This is an optimization exercise on Yosys and OpenROAD, whose aim is small area, a short achievable clock period and few clock cycles per item, not a production implementation.
No activity file was given, so power comes from the tool's default toggle rates.

==> module cisr_row_decoder, before the edit <==
module cisr_row_decoder (
    input  logic                                  clk,
    input  logic                                  rst_l,
    input  logic [cisr_pkg::LEN_W-1:0]            len_head,
    input  logic                                  len_not_empty,
    output logic                                  len_pop,
    input  logic [cisr_pkg::QGROUP_W-1:0]         grp_head,
    input  logic                                  grp_not_empty,
    output logic                                  grp_pop,
    input  logic [cisr_pkg::SLOT_W-1:0]           alloc_slot,
    input  logic                                  alloc_phase,
    input  logic [cisr_pkg::NUM_SLOTS-1:0]        slot_phase,
    output logic                                  xfer_valid,
    output logic [cisr_pkg::SLOT_W-1:0]           xfer_slot,
    output logic [cisr_pkg::PSUM_W-1:0]           xfer_sum
);
    localparam int NL = cisr_pkg::NUM_LANES;
    localparam int LW = cisr_pkg::LEN_W;
    localparam int SW = cisr_pkg::SLOT_W;
    localparam int VW = cisr_pkg::VALUE_W;
    localparam int AW = cisr_pkg::SUM_W;
    localparam int LO = cisr_pkg::SUM_LO_W;
    localparam int HI = AW - LO;
    localparam int QW = cisr_pkg::QLANE_W;
    logic [LW-1:0] cnt  [NL];
    logic [NL-1:0] cz;
    logic [SW-1:0] slot [NL];
    logic [NL-1:0] phase;
    logic [LO-1:0] acc_lo [NL];
    logic [HI-1:0] acc_hi [NL];
    logic [NL-1:0] acc_c;
    logic [NL-1:0] fresh;
    logic [NL-1:0] pend;
    logic [NL-1:0] live;
    logic [NL-1:0] need;
    logic [NL-1:0] first;
    logic [NL-1:0] ready;
    logic [NL-1:0] xsel;
    logic [NL-1:0] hand;
    logic [NL-1:0] take;
    logic          handout;
    logic          more;
    logic [LW-1:0] eff_cnt [NL];
    logic [NL-1:0] eff_one;
    logic [NL-1:0] eff_zero;
    always_comb begin
        for (int i = 0; i < NL; i++) begin
            live[i] = !grp_head[i*QW];
            need[i] = grp_not_empty && live[i] && cz[i];
        end
        first = need & ~(need - 1'b1);
        more  = |(need & ~first);
        for (int i = 0; i < NL; i++) begin
            ready[i] = pend[i] && (slot_phase[slot[i]] == phase[i]);
        end
        xsel  = ready & ~(ready - 1'b1);
        handout = (need != '0) && len_not_empty && ((first & pend & ~xsel) == '0);
        hand    = handout ? first : '0;
        len_pop = handout;
        grp_pop = grp_not_empty && ((need == '0) ||
                  (!more && len_not_empty && ((first & pend) == '0)));
        take    = grp_pop ? live : '0;
        for (int i = 0; i < NL; i++) begin
            eff_cnt[i]  = hand[i] ? len_head : cnt[i];
            eff_one[i]  = hand[i] ? (len_head == LW'(1)) : (cnt[i] == LW'(1));
            eff_zero[i] = hand[i] ? 1'b0 : cz[i];
        end
    end
    always_comb begin
        xfer_valid = (ready != '0);
        xfer_slot  = '0;
        xfer_sum   = '0;
        for (int i = 0; i < NL; i++) begin
            if (xsel[i]) begin
                xfer_slot = slot[i];
                xfer_sum  = {acc_c[i], acc_hi[i], acc_lo[i]};
            end
        end
    end
    always_ff @(posedge clk or negedge rst_l) begin
        if (!rst_l) begin
            for (int i = 0; i < NL; i++) begin
                cnt[i]  <= '0;
                slot[i] <= '0;
            end
            cz    <= '1;
            phase <= '0;
            fresh <= '1;
            pend  <= '0;
        end else begin
            for (int i = 0; i < NL; i++) begin
                cnt[i] <= take[i] ? eff_cnt[i] - 1'b1 : eff_cnt[i];
                if (hand[i]) begin
                    slot[i]  <= alloc_slot;
                    phase[i] <= alloc_phase;
                end
            end
            cz    <= (take & eff_one) | (~take & eff_zero);
            fresh <= (fresh | xsel) & ~take;
            pend  <= (pend & ~xsel) | (take & eff_one);
        end
    end
    always_ff @(posedge clk) begin
        for (int i = 0; i < NL; i++) begin
            if (take[i]) begin
                {acc_c[i], acc_lo[i]} <= {1'b0, (fresh[i] ? '0 : acc_lo[i])}
                                         + {1'b0, grp_head[i*QW+1 +: LO]};
                acc_hi[i] <= (fresh[i] ? '0 : acc_hi[i])
                             + {{(AW-VW){grp_head[i*QW+VW]}}, grp_head[i*QW+1+LO +: VW-LO]}
                             + HI'(fresh[i] ? 1'b0 : acc_c[i]);
            end
        end
    end
endmodule
clock: 10.0 ns
lec_check: 0
abc_clock_period_in_ps: 3000
cap_margin: 20
core_margin: 2
core_utilization: 40
setup_slack_margin: 5
slew_margin: 20
run.sh (not shown) runs the stock make flow with config.mk's settings and CLKGATE_MAP_FILE= SYNTH_SCRIPT=/design/flow/synth_recipe.tcl, a recipe that flattens the netlist after the stock synthesis.
Change:
--- a/flow/design.v
+++ b/flow/design.v
@@ -113,9 +113,9 @@
     logic [NL-1:0] hand;
     logic [NL-1:0] take;
     logic          handout;
     logic          more;
-    logic [LW-1:0] eff_cnt [NL];
+    logic [LW-1:0] cnt_next [NL];
     logic [NL-1:0] eff_one;
     logic [NL-1:0] eff_zero;
     always_comb begin
         for (int i = 0; i < NL; i++) begin
@@ -127,16 +127,16 @@
         for (int i = 0; i < NL; i++) begin
             ready[i] = pend[i] && (slot_phase[slot[i]] == phase[i]);
         end
         xsel  = ready & ~(ready - 1'b1);
-        handout = (need != '0) && len_not_empty && ((first & pend & ~xsel) == '0);
+        handout = (need != '0) && len_not_empty && ((first & pend) == '0);
         hand    = handout ? first : '0;
         len_pop = handout;
-        grp_pop = grp_not_empty && ((need == '0) ||
-                  (!more && len_not_empty && ((first & pend) == '0)));
+        grp_pop = grp_not_empty && ((need == '0) || (!more && handout));
         take    = grp_pop ? live : '0;
         for (int i = 0; i < NL; i++) begin
-            eff_cnt[i]  = hand[i] ? len_head : cnt[i];
+            cnt_next[i] = hand[i] ? (take[i] ? len_head - 1'b1 : len_head)
+                                  : (take[i] ? cnt[i] - 1'b1 : cnt[i]);
             eff_one[i]  = hand[i] ? (len_head == LW'(1)) : (cnt[i] == LW'(1));
             eff_zero[i] = hand[i] ? 1'b0 : cz[i];
         end
     end
@@ -162,9 +162,9 @@
             fresh <= '1;
             pend  <= '0;
         end else begin
             for (int i = 0; i < NL; i++) begin
-                cnt[i] <= take[i] ? eff_cnt[i] - 1'b1 : eff_cnt[i];
+                cnt[i] <= cnt_next[i];
                 if (hand[i]) begin
                     slot[i]  <= alloc_slot;
                     phase[i] <= alloc_phase;
                 end
The new run ran to the end with no violations.
Area after synthesis increases by 1.7%.
Via count rose by 3.6%.
Die area rose by 1.6%.
Final cell count went down by 0.33%.
Count of clock-buffer cells in the layout grows by 5.
Worst setup slack gets worse by 0.10 ns.
Worst hold slack stays flat.
Flip-flop and latch count does not change.
Sequential power climbs by 23%.
Core utilization barely changes.
Routed wire length grows by 5.0%.
No run of this note included a check of the RTL's function; only the layout flow was run.

==> afterwards: timing with drivers on the ports <==
In the flow no input, the clock included, has a driving cell. The finished layouts below were timed again as built, in two steps.
Step 1: set_driving_cell puts a clkbuf_16 on clk and a buf_2 on each other input, an assumption about the parent block.
Step 2 times the ports against the registers' clock, not the clock port: input delays grow and output delays shrink by t, the midpoint of the rising clock arrivals with the driver on.
a / b / c = no drivers / after step 1 / after step 2; a / b = the first two.
| run | t (ns) | slack for setup (ns) | slew at the worst register clock pin (ns) | worst slew at a driven data input, ns |
|---|---|---|---|---|
| the first run | 0.662 | 5.485 / 5.485 / 5.485 | 0.06 / 0.06 | 0.05 |
| the second run | 0.675 | 5.384 / 5.384 / 5.354 | 0.07 / 0.07 | 0.07 |
After both steps setup and hold are still met in every run listed. For the second run, which loses most, drivers alone change the setup slack by 0.000 ns; drivers and shift together by -0.030 ns.
